From an optimization exercise on the open Yosys and OpenROAD flow, aimed at small area, a short achievable clock period and few clock cycles; shortcuts taken in it are not production practice.
In this exercise RTL edits were held to simulation tests only and were not proved equivalent to the original.
Power and IR drop assume default switching activity.

--- flow/config.mk ---
export PLATFORM = sky130hd
export DESIGN_NAME = huffman_code_builder
export DESIGN_NICKNAME = huffman_code_builder
export VERILOG_FILES = /design/flow/design.v
export SDC_FILE = /design/flow/constraint.sdc
export NUM_CORES = 4
export LEC_CHECK = 0
export CAP_MARGIN = 20
export CORE_MARGIN = 2
export CORE_UTILIZATION = 35
export PLACE_DENSITY = 0.45
export SLEW_MARGIN = 20
--- flow/constraint.sdc ---
create_clock -name core_clock -period 6.5 [get_ports {clk}]
set_input_delay 1.3000 -clock core_clock [delete_from_list [all_inputs] [get_ports {clk}]]
set_output_delay 1.3000 -clock core_clock [all_outputs]
set_load 0.01 [all_outputs]
--- flow/design.v ---
package hcb_pkg;
    localparam int MAX_LEAVES  = 64;
    localparam int WEIGHT_BITS = 12;
    localparam int SYMBOL_W    = 8;
    localparam int CODE_W      = 63;
    localparam int LEN_W       = 6;
    localparam int LEAF_IDX_W  = 6;
    localparam int SUM_W       = 18;
    localparam int IQ_DEPTH    = 32;
    localparam int STORE_W     = 32;
endpackage
module hcb_ctrl
(
    input  logic [32:0] code_in,
    input  logic        empty,       
    output logic [31:0] code_out,
    output logic [5:0]  len_out
);
    logic [32:0] s0, s1, s2, s3, s4, s5;
    logic [5:0]  pos;
    always_comb
    begin
        pos = '0;
        s0  = code_in;
        if (s0[15:0] == '0) begin s1 = s0 >> 16; pos[4] = 1'b1; end else s1 = s0;
        if (s1[7:0]  == '0) begin s2 = s1 >> 8;  pos[3] = 1'b1; end else s2 = s1;
        if (s2[3:0]  == '0) begin s3 = s2 >> 4;  pos[2] = 1'b1; end else s3 = s2;
        if (s3[1:0]  == '0) begin s4 = s3 >> 2;  pos[1] = 1'b1; end else s4 = s3;
        if (s4[0]    == '0) begin s5 = s4 >> 1;  pos[0] = 1'b1; end else s5 = s4;
        if (s5[0] == 1'b0) begin s5 = s5 >> 1; pos = 6'd32; end
        if (empty)
        begin
            code_out = '0;
            len_out  = '0;
        end
        else
        begin
            code_out = s5[32:1];
            len_out  = 6'd32 - pos;
        end
    end
endmodule
module hcb_code_unit
#(
    parameter int UNIT = 0
)
(
    input  logic        clk,
    input  logic        init,        
    input  logic        upd_v,
    input  logic        a_leaf_hit,  
    input  logic        b_leaf_hit,  
    input  logic [6:0]  upd_a,       
    input  logic [6:0]  upd_b,
    input  logic [5:0]  upd_j,       
    output logic [32:0] code
);
    logic        grp_int;            
    logic [5:0]  grp;                
    logic        hit_a, hit_b;
    assign hit_a = grp_int ? (upd_a[6] && (upd_a[5:0] == grp)) : a_leaf_hit;
    assign hit_b = grp_int ? (upd_b[6] && (upd_b[5:0] == grp)) : b_leaf_hit;
    always_ff @(posedge clk)
    begin
        if (init)
        begin
            grp_int <= 1'b0;
        end
        else if (upd_v && (hit_a || hit_b))
        begin
            grp_int <= 1'b1;
        end
        if (upd_v && (hit_a || hit_b))
        begin
            grp  <= upd_j;
            code <= grp_int ? {hit_b, code[32:1]} : {hit_b, 1'b1, 31'b0};
        end
    end
endmodule
module huffman_code_builder_core
(
    input  logic        clk,
    input  logic        rst_n,
    input  logic        leaf_valid,
    output logic        leaf_ready,
    input  logic [7:0]  leaf_symbol,
    input  logic [11:0] leaf_weight,
    input  logic        leaf_last,
    output logic        code_valid,
    input  logic        code_ready,
    output logic [7:0]  code_symbol,
    output logic [62:0] code_bits,
    output logic [5:0]  code_length,
    output logic        code_overflowed,
    output logic        code_last
);
    localparam int N  = hcb_pkg::MAX_LEAVES;
    localparam int WB = hcb_pkg::WEIGHT_BITS;
    localparam int SW = hcb_pkg::SUM_W;
    localparam int QD = hcb_pkg::IQ_DEPTH;
    typedef enum logic [1:0] {
        FE_LOAD,
        FE_FULL,
        FE_BUILD
    } fe_t;
    fe_t         fe_q, fe_d;
    logic        rdy_q;
    logic [6:0]  cnt_q, cnt_d;       
    logic        ovf_q, ovf_d;
    logic        take, store;
    logic        in_v_q;
    logic [WB-1:0] in_w_q;
    logic [5:0]  in_id_q;
    logic [7:0]  in_sym_q;
    logic [6:0]  nb_q;
    logic        ovfb_q;
    logic [5:0]  j_q;                
    logic [5:0]  ih_q;               
    logic        em_busy_q;          
    logic        rd_go_q;            
    logic [5:0]  rd_ptr_q;
    logic        build_start, build_one, merging, last_merge, clear_q;
    assign take  = leaf_valid && rdy_q;
    assign store = take && !cnt_q[6];
    assign build_start = (fe_q == FE_FULL) && !em_busy_q;
    assign build_one   = build_start && (cnt_q == 7'd1);
    assign merging     = (fe_q == FE_BUILD);
    assign last_merge  = merging && ({1'b0, j_q} == nb_q - 7'd2);
    assign clear_q     = build_one || last_merge;
    always_comb
    begin
        fe_d  = fe_q;
        cnt_d = cnt_q;
        ovf_d = ovf_q;
        unique case (fe_q)
            FE_LOAD:
            begin
                if (take && leaf_last)
                begin
                    fe_d = FE_FULL;
                end
            end
            FE_FULL:
            begin
                if (build_start)
                begin
                    fe_d = build_one ? FE_LOAD : FE_BUILD;
                end
            end
            default:
            begin
                if (last_merge)
                begin
                    fe_d = FE_LOAD;
                end
            end
        endcase
        if (build_start)
        begin
            cnt_d = '0;
            ovf_d = 1'b0;
        end
        else if (take)
        begin
            if (cnt_q[6])
            begin
                ovf_d = 1'b1;
            end
            else
            begin
                cnt_d = cnt_q + 7'd1;
            end
        end
    end
    logic em_busy_eff;
    logic [5:0] rd_ptr_eff;
    logic rdy_d;
    assign em_busy_eff = em_busy_q || build_start;
    assign rd_ptr_eff  = build_start ? 6'd0 : rd_ptr_q;
    assign rdy_d = (fe_d == FE_LOAD) &&
                   (cnt_d[6] || !em_busy_eff || (rd_ptr_eff > cnt_d[5:0]));
    always_ff @(posedge clk or negedge rst_n)
    begin
        if (!rst_n)
        begin
            fe_q   <= FE_LOAD;
            rdy_q  <= 1'b0;
            cnt_q  <= '0;
            ovf_q  <= 1'b0;
            in_v_q <= 1'b0;
        end
        else
        begin
            fe_q   <= fe_d;
            rdy_q  <= rdy_d;
            cnt_q  <= cnt_d;
            ovf_q  <= ovf_d;
            in_v_q <= store;
        end
    end
    always_ff @(posedge clk)
    begin
        in_w_q   <= leaf_weight;
        in_id_q  <= cnt_q[5:0];
        in_sym_q <= leaf_symbol;
    end
    logic [7:0] sym_mem [N];
    always_ff @(posedge clk)
    begin
        if (in_v_q)
        begin
            sym_mem[in_id_q] <= in_sym_q;
        end
    end
    logic          lv_q  [N];
    logic [WB-1:0] lw_q  [N];
    logic [5:0]    lid_q [N];
    logic [N-1:0]  gt;
    logic [1:0]    pop_l, pop_i;
    always_comb
    begin
        for (int i = 0; i < N; i++)
        begin
            gt[i] = !lv_q[i] || (lw_q[i] > in_w_q);
        end
    end
    always_ff @(posedge clk or negedge rst_n)
    begin
        if (!rst_n)
        begin
            for (int i = 0; i < N; i++)
            begin
                lv_q[i] <= 1'b0;
            end
        end
        else
        begin
            for (int i = 0; i < N; i++)
            begin
                if (clear_q)
                begin
                    lv_q[i] <= 1'b0;
                end
                else if (merging)
                begin
                    if (pop_l == 2'd1)
                    begin
                        lv_q[i] <= (i + 1 < N) ? lv_q[(i + 1) % N] : 1'b0;
                    end
                    else if (pop_l == 2'd2)
                    begin
                        lv_q[i] <= (i + 2 < N) ? lv_q[(i + 2) % N] : 1'b0;
                    end
                end
                else if (in_v_q && gt[i])
                begin
                    lv_q[i] <= (i > 0 && gt[(i + N - 1) % N]) ? lv_q[(i + N - 1) % N] : 1'b1;
                end
            end
        end
    end
    always_ff @(posedge clk)
    begin
        for (int i = 0; i < N; i++)
        begin
            if (merging)
            begin
                if (pop_l == 2'd1)
                begin
                    lw_q[i]  <= lw_q[(i + 1) % N];
                    lid_q[i] <= lid_q[(i + 1) % N];
                end
                else if (pop_l == 2'd2)
                begin
                    lw_q[i]  <= lw_q[(i + 2) % N];
                    lid_q[i] <= lid_q[(i + 2) % N];
                end
            end
            else if (in_v_q && gt[i])
            begin
                if (i > 0 && gt[(i + N - 1) % N])
                begin
                    lw_q[i]  <= lw_q[(i + N - 1) % N];
                    lid_q[i] <= lid_q[(i + N - 1) % N];
                end
                else
                begin
                    lw_q[i]  <= in_w_q;
                    lid_q[i] <= in_id_q;
                end
            end
        end
    end
    logic          qv_q [QD];
    logic [SW-1:0] qw_q [QD];
    logic [SW:0]   kl0, kl1, ki0, ki1;
    logic          c00, c10, c01;
    logic [SW-1:0] sum;
    logic [6:0]    m_a, m_b;
    assign kl0 = {!lv_q[0], {(SW-WB){1'b0}}, lw_q[0]};
    assign kl1 = {!lv_q[1], {(SW-WB){1'b0}}, lw_q[1]};
    assign ki0 = {!qv_q[0], qw_q[0]};
    assign ki1 = {!qv_q[1], qw_q[1]};
    assign c00 = (kl0 <= ki0);
    assign c10 = (kl1 <= ki0);
    assign c01 = (kl0 <= ki1);
    always_comb
    begin
        if (c00)
        begin
            m_a = {1'b0, lid_q[0]};
            if (c10)
            begin
                pop_l = 2'd2;
                pop_i = 2'd0;
                m_b   = {1'b0, lid_q[1]};
                sum   = SW'(lw_q[0]) + SW'(lw_q[1]);
            end
            else
            begin
                pop_l = 2'd1;
                pop_i = 2'd1;
                m_b   = {1'b1, ih_q};
                sum   = SW'(lw_q[0]) + qw_q[0];
            end
        end
        else
        begin
            m_a = {1'b1, ih_q};
            if (c01)
            begin
                pop_l = 2'd1;
                pop_i = 2'd1;
                m_b   = {1'b0, lid_q[0]};
                sum   = SW'(lw_q[0]) + qw_q[0];
            end
            else
            begin
                pop_l = 2'd0;
                pop_i = 2'd2;
                m_b   = {1'b1, ih_q + 6'd1};
                sum   = qw_q[0] + qw_q[1];
            end
        end
    end
    always_ff @(posedge clk or negedge rst_n)
    begin
        if (!rst_n)
        begin
            for (int i = 0; i < QD; i++)
            begin
                qv_q[i] <= 1'b0;
            end
        end
        else
        begin
            for (int i = 0; i < QD; i++)
            begin
                if (clear_q)
                begin
                    qv_q[i] <= 1'b0;
                end
                else if (merging)
                begin
                    logic sv, pv;
                    sv = (i + pop_i < QD) ? qv_q[(i + pop_i) % QD] : 1'b0;
                    pv = (i == 0) ? 1'b1 : ((i - 1 + pop_i < QD) ? qv_q[(i - 1 + pop_i) % QD] : 1'b0);
                    qv_q[i] <= sv || pv;
                end
            end
        end
    end
    always_ff @(posedge clk)
    begin
        for (int i = 0; i < QD; i++)
        begin
            if (merging)
            begin
                logic sv;
                sv = (i + pop_i < QD) ? qv_q[(i + pop_i) % QD] : 1'b0;
                if (sv)
                begin
                    qw_q[i] <= qw_q[(i + pop_i) % QD];
                end
                else
                begin
                    qw_q[i] <= sum;
                end
            end
        end
    end
    always_ff @(posedge clk)
    begin
        if (build_start)
        begin
            nb_q   <= cnt_q;
            ovfb_q <= ovf_q;
            j_q    <= '0;
            ih_q   <= '0;
        end
        else if (merging)
        begin
            j_q  <= j_q + 6'd1;
            ih_q <= ih_q + {4'd0, pop_i};
        end
    end
    logic        upd_v_q, upd_last_q;
    logic [6:0]  upd_a_q, upd_b_q;
    logic [5:0]  upd_j_q;
    logic [N-1:0] a_dec, b_dec;
    logic [32:0] unit_code [N];
    always_ff @(posedge clk or negedge rst_n)
    begin
        if (!rst_n)
        begin
            upd_v_q    <= 1'b0;
            upd_last_q <= 1'b0;
        end
        else
        begin
            upd_v_q    <= merging;
            upd_last_q <= last_merge;
        end
    end
    always_ff @(posedge clk)
    begin
        upd_a_q <= m_a;
        upd_b_q <= m_b;
        upd_j_q <= j_q;
    end
    always_comb
    begin
        for (int u = 0; u < N; u++)
        begin
            a_dec[u] = (upd_a_q == {1'b0, 6'(u)});
            b_dec[u] = (upd_b_q == {1'b0, 6'(u)});
        end
    end
    for (genvar u = 0; u < N; u++)
    begin : g_unit
        hcb_code_unit #(.UNIT(u)) u_unit (
            .clk        (clk),
            .init       (build_start),
            .upd_v      (upd_v_q),
            .a_leaf_hit (a_dec[u]),
            .b_leaf_hit (b_dec[u]),
            .upd_a      (upd_a_q),
            .upd_b      (upd_b_q),
            .upd_j      (upd_j_q),
            .code       (unit_code[u])
        );
    end
    logic        a_v_q;
    logic [32:0] a_code_q;
    logic [7:0]  a_sym_q;
    logic        a_last_q, a_ovf_q, a_one_q;
    logic        o_v_q;
    logic [7:0]  o_sym_q;
    logic [31:0] o_code_q;
    logic [5:0]  o_len_q;
    logic        o_last_q, o_ovf_q;
    logic        o_load, a_load, rd_fire;
    logic [31:0] f_code;
    logic [5:0]  f_len;
    assign o_load  = !o_v_q || code_ready;
    assign a_load  = !a_v_q || o_load;
    assign rd_fire = em_busy_q && rd_go_q && a_load;
    always_ff @(posedge clk or negedge rst_n)
    begin
        if (!rst_n)
        begin
            em_busy_q <= 1'b0;
            rd_go_q   <= 1'b0;
            rd_ptr_q  <= '0;
            a_v_q     <= 1'b0;
            o_v_q     <= 1'b0;
        end
        else
        begin
            if (build_start)
            begin
                em_busy_q <= 1'b1;
                rd_go_q   <= build_one;
                rd_ptr_q  <= '0;
            end
            else
            begin
                if (upd_v_q && upd_last_q)
                begin
                    rd_go_q <= 1'b1;
                end
                if (rd_fire)
                begin
                    rd_ptr_q <= rd_ptr_q + 6'd1;
                    if ({1'b0, rd_ptr_q} == nb_q - 7'd1)
                    begin
                        em_busy_q <= 1'b0;
                        rd_go_q   <= 1'b0;
                    end
                end
            end
            if (a_load)
            begin
                a_v_q <= rd_fire;
            end
            if (o_load)
            begin
                o_v_q <= a_v_q;
            end
        end
    end
    always_ff @(posedge clk)
    begin
        if (rd_fire)
        begin
            a_code_q <= unit_code[rd_ptr_q];
            a_sym_q  <= sym_mem[rd_ptr_q];
            a_last_q <= ({1'b0, rd_ptr_q} == nb_q - 7'd1);
            a_ovf_q  <= ovfb_q;
            a_one_q  <= (nb_q == 7'd1);
        end
        if (o_load && a_v_q)
        begin
            o_sym_q  <= a_sym_q;
            o_code_q <= f_code;
            o_len_q  <= f_len;
            o_last_q <= a_last_q;
            o_ovf_q  <= a_ovf_q;
        end
    end
    hcb_ctrl u_fmt (
        .code_in  (a_code_q),
        .empty    (a_one_q),
        .code_out (f_code),
        .len_out  (f_len)
    );
    assign leaf_ready      = rdy_q;
    assign code_valid      = o_v_q;
    assign code_symbol     = o_sym_q;
    assign code_bits       = {31'd0, o_code_q};
    assign code_length     = o_len_q;
    assign code_overflowed = o_ovf_q;
    assign code_last       = o_last_q;
endmodule
module huffman_code_builder
(
    input  logic                clk,
    input  logic                rst_n,
    input  logic                leaf_valid,
    output logic                leaf_ready,
    input  logic [7:0]          leaf_symbol,
    input  logic [11:0]         leaf_weight,
    input  logic                leaf_last,
    output logic                code_valid,
    input  logic                code_ready,
    output logic [7:0]          code_symbol,
    output logic [62:0]         code_bits,
    output logic [5:0]          code_length,
    output logic                code_overflowed,
    output logic                code_last
);
    huffman_code_builder_core u_core (
        .clk             (clk),
        .rst_n           (rst_n),
        .leaf_valid      (leaf_valid),
        .leaf_ready      (leaf_ready),
        .leaf_symbol     (leaf_symbol),
        .leaf_weight     (leaf_weight),
        .leaf_last       (leaf_last),
        .code_valid      (code_valid),
        .code_ready      (code_ready),
        .code_symbol     (code_symbol),
        .code_bits       (code_bits),
        .code_length     (code_length),
        .code_overflowed (code_overflowed),
        .code_last       (code_last)
    );
endmodule
--- flow/run.sh ---
#!/bin/bash
# synth_recipe.tcl (not shown) runs the flow's synth.tcl, then flattens the netlist and writes it again
# the make line also repeats each setting of config.mk as NAME=value (left out here)
make -C /OpenROAD-flow-scripts/flow DESIGN_CONFIG=/design/flow/config.mk WORK_HOME=/design/flow/orfs CLKGATE_MAP_FILE= SYNTH_SCRIPT=/design/flow/synth_recipe.tcl finish
==> run summary <==
## cells by family (layout without fill, tap and decap cells)
logic type,after synthesis,after routing,share of synthesized area (%)
mux,1490,1490,6.120
simple gates,8578,8578,15.67
xor+xnor,841,841,2.639
buf+inv,2354,2325,3.370
other cells,1,227,0.001344
fa+ha+maj,878,878,3.947
flops,5078,5078,53.99
compound gates,5993,5993,14.26
## final cells by class
type,count,area (sq um),share of cell area (%)
flip-flops and latches,5078,150900,47.82
multi-input cells,17811,120900,38.31
clock buffers,844,17000,5.386
well taps,10560,13210,4.187
repair buffers,971,9225,2.924
clock inverters,295,2965,0.9397
inverters,215,870.8,0.2760
diodes,196,490.5,0.1554
## stage by stage
step	power, uW	worst slack (ns)	instance area (sq um)	hold WS (ns)
detailed placement	142500	0.6538	295000	0.4032
floorplan	104600	0.3845	279200	0.3676
finish	179800	0.4079	315500	0.1571
CTS	177700	0.6245	314900	0.1145
global placement	141800	0.6312	294800	0.4005
global route	186600	0.4178	315200	0.1595
## power by group through the flow
stage / clock network [uW] / logic (uW) / registers [uW]
6_report: 35300 / 87100 / 57400
5_1_grt: 36700 / 92100 / 57800
4_1_cts: 35600 / 85100 / 57100
3_5_place_dp: 0 / 84800 / 57600
3_3_place_gp: 0 / 84100 / 57700
2_1_floorplan: 0 / 51900 / 52600
## cells in the final DEF, fill, tap and decap left out, drive strengths merged, types with 281 or more instances in the layout
master,netlist,final
nand4,420,420
a22o,281,281
and2,2056,2056
xor2,289,289
edfxtp,4836,4836
a221oi,353,353
buf,540,898
nand3,465,465
and3,1108,1108
nand2,2943,2943
o21ai,774,774
mux2i,1272,1272
clkbuf,1599,844
a22oi,580,580
a21oi,2177,2177
xnor2,552,552
ha,874,874
nor2,733,733
## layer usage
metal	GRT usage (%)	share of wire, %
met1	43.29	41
met2	47.18	43
met3	8.731	11
met4	16.13	6.0
met5	0.7221	0.063
## registers in the layout, indices dropped and copies added (netlist names), 7 cells and up
signal and flops:
u_core.a_sym_q 8, u_core.in_sym_q 8, u_core.cnt_q 7, u_core.qv_q 32, u_core.lid_q 384, u_core.g_unit.u_unit.grp_int 64
u_core.in_w_q 12, u_core.nb_q 7, u_core.a_code_q 33, u_core.o_sym_q 8, u_core.o_code_q 32, u_core.sym_mem 512
u_core.lw_q 768, u_core.lv_q 64, u_core.upd_a_q 7, u_core.upd_b_q 7, u_core.g_unit.u_unit.grp 384, u_core.g_unit.u_unit.code 2112
u_core.qw_q 576
## final timing paths
check | start | to | depth (start not counted)
worst min register to register | u_core.j_q[5]$_SDFFE_PP0P_ | u_core.upd_j_q[5]$_DFF_P_ | 0
worst max-delay path | u_core.qw_q[0][4]$_DFFE_PP_ | u_core.qw_q[10][13]$_DFFE_PP_ | 12
worst min-delay path | rst_n | u_core.lv_q[40]$_DFFE_PN0P_ | 1
worst max register to register | u_core.qw_q[0][4]$_DFFE_PP_ | u_core.qw_q[10][13]$_DFFE_PP_ | 12
max in group asynchronous | rst_n | u_core.qv_q[8]$_DFFE_PN0P_ | 2
min in group core_clock | u_core.j_q[5]$_SDFFE_PP0P_ | u_core.upd_j_q[5]$_DFF_P_ | 0
## worst reg2reg max path, stage by stage, from the launching register on
cell,delay [ns]
edfxtp_1,0.67
inv_1,0.24
ha_1,0.48
nand4_1,0.16
a211oi_1,0.37
o41ai_4,0.11
buf_4,0.26
nor2_4,0.29
buf_12,0.42
buf_4,0.71
a32o_1,1.06
inv_1,0.76
o21ai_0,0.38
==> impl_metrics.ini <==
[worst_setup_path]
slowest_cell_delay_on_critical_path_ns = 0.99
criticalPathCategory = reg -> reg
timing.critical_path.max_delay_family = buffers and inverters
cp-end-kind = flop
timing.critical_path.fanout_max = 71
critical_path_arrival_ns = 7.04
r2r_setup_slack_ns = 0.41
critical_path_buf_inv_count = 5
timing.critical_path.required_ns = 7.45
critical-path-slowest-cell = a32o_1
startpoint_class = flop
path_cells = inv_1 -> ha_1 -> nand4_1 -> a211oi_1 -> o41ai_4 -> buf_4 -> nor2_4 -> buf_12 -> buf_4 -> a32o_1 -> inv_1 -> o21ai_0

[outcome]
outcome = complete, no violations

[drt]
detail_route.wirelength_microns = 1344000
post_drt_via_cell_ratio = 6.386
drt.antenna.violating_nets = 0
num_vias = 229701
drt_drc_violations_left = 0
first_iter_violations = 35005
wl_per_cell_microns = 37.36
drt_pre_antenna_iters = 10

[sta]
rsz0062_at_grt = no
final_hold_fails = 0
setup-violations-final = 0
period_utilization_pct = 93.72
finalWorstPathRequiredPeriod_ns = 6.092
fmaxAchievable_mhz = 164.1
worst-slew-pin-transition_ns = 1.304
final_max_slew_viol_count = 0
tns_ns = 0
timing.clock.skew_ns = 0.1218
timing.max_slew.rel_slack_pct = 12.85

[power]
internal_power_uw = 96450
comb_power_share_pct = 48.4
pwr_density_cell_nw_per_um2 = 569.7
netSwitchingFraction_pct = 46.34
total_leakage_power_uw = 0.1105
power.clock.fraction_pct = 19.6
seq_power_share_pct = 31.9
netSwitchingPower_uw = 83310
vdd_drop_max_mv = 0.6080

[synth]
netlist_top_cells_count = 4836 x edfxtp_1, 2942 x nand2_1, 2175 x a21oi_1
synth.yosys.warnings = 77
syn-instance-count = 25213
avgSynthCellArea_sq_um = 11.07
synth-edff-count = 4836
ys_top_cells_by_area = edfxtp_1 52%, and2_1 4.6%, mux2i_1 4.6%
netlist-cell-type-count = 97
synthDominantAreaCellType = edfxtp_1
synth.most_common_cell = edfxtp_1
syn_area_sq_um = 279100
synth.ff_latch_count = 5078
synth_sequential_area_ratio_pct = 53.99
postSynth.asyncResetShare_pct = 2.363
synth.top_cell.area_share_pct = 52.04
dominantRegCellSynth = edfxtp_1

[clock_network]
h-tree-depth = 6
clk_latency_ns = 1.24
postCtsSetupBuffers = 0
clock_tree_from_tritoncts = done
max-clock-path-buffers = 4
post_cts.resized_instances = 0
cts.clk_slew.worst_paths_ns = 0.07
cts.sinks = 5078
number_of_clock_buffers_inserted_by_tritoncts = 625
cts-root-buf = clkbuf_16
number_of_buffers_added_to_fix_hold_violations_after_cts = 0

[floorplanning]
floorplan.die.height_microns = 896.9
die-area_sq_um = 804500
io_pins = 106
core_area_sq_um = 796200
starting_density_pct = 35.05
x_dimension_of_the_die_microns = 896.9
number_of_cell_rows = 328

[hold_path]
worst_hold_path_type = in -> async

[global_route]
grt_pass1_wl_microns = 1831000
track_usage_pct = 32.03
grt.overflow.total = 0
maximum_number_of_pins_on_one_net_before_global_route_repair = 218
antenna_violations_before_repair = 129
via_count_of_the_first_global_routing_pass = 218245

[finish]
syn_to_final_growth_pct = 13.07
instances_no_fill = 35970
nFillCells = 77317
design.final.nets = 25605
proportion_of_layout_cells_with_a_drive_suffix_above_1_pct = 9.733
finished_core_util_pct = 39.63

[placed_design]
hpwlAfterDp_microns = 872600
gp_routability_congestion = 0.9590
port-buffer-count = 74
cell_count_after_placement = 34630

[flow_run]
drv_cap = 0
Testbench counts, summed over its fixed seeds: cycles 6,155.

==> port drivers added, routing unchanged <==
In the flow no input, the clock included, has a driving cell. The finished layout below was timed again as built, in two steps. Step 1: set_driving_cell puts a clkbuf_16 on clk and a buf_2 on each other input, an assumption about the parent block. Step 2, shift: input delay + t, output delay - t, t = (earliest + latest rising clock arrival at the registers) / 2. This alone moves slack from input paths to output paths. a / b / c = ideal ports / drivers / drivers and shift; a / b = the first two.
t, ns: 1.319
setup slack, ns: 0.408 / 0.408 / 0.408
worst setup path at the end: register to register
After both steps setup and hold are still met in this run. The setup slack of this run moves by 0.000 ns with the drivers and by 0.000 ns with both steps.
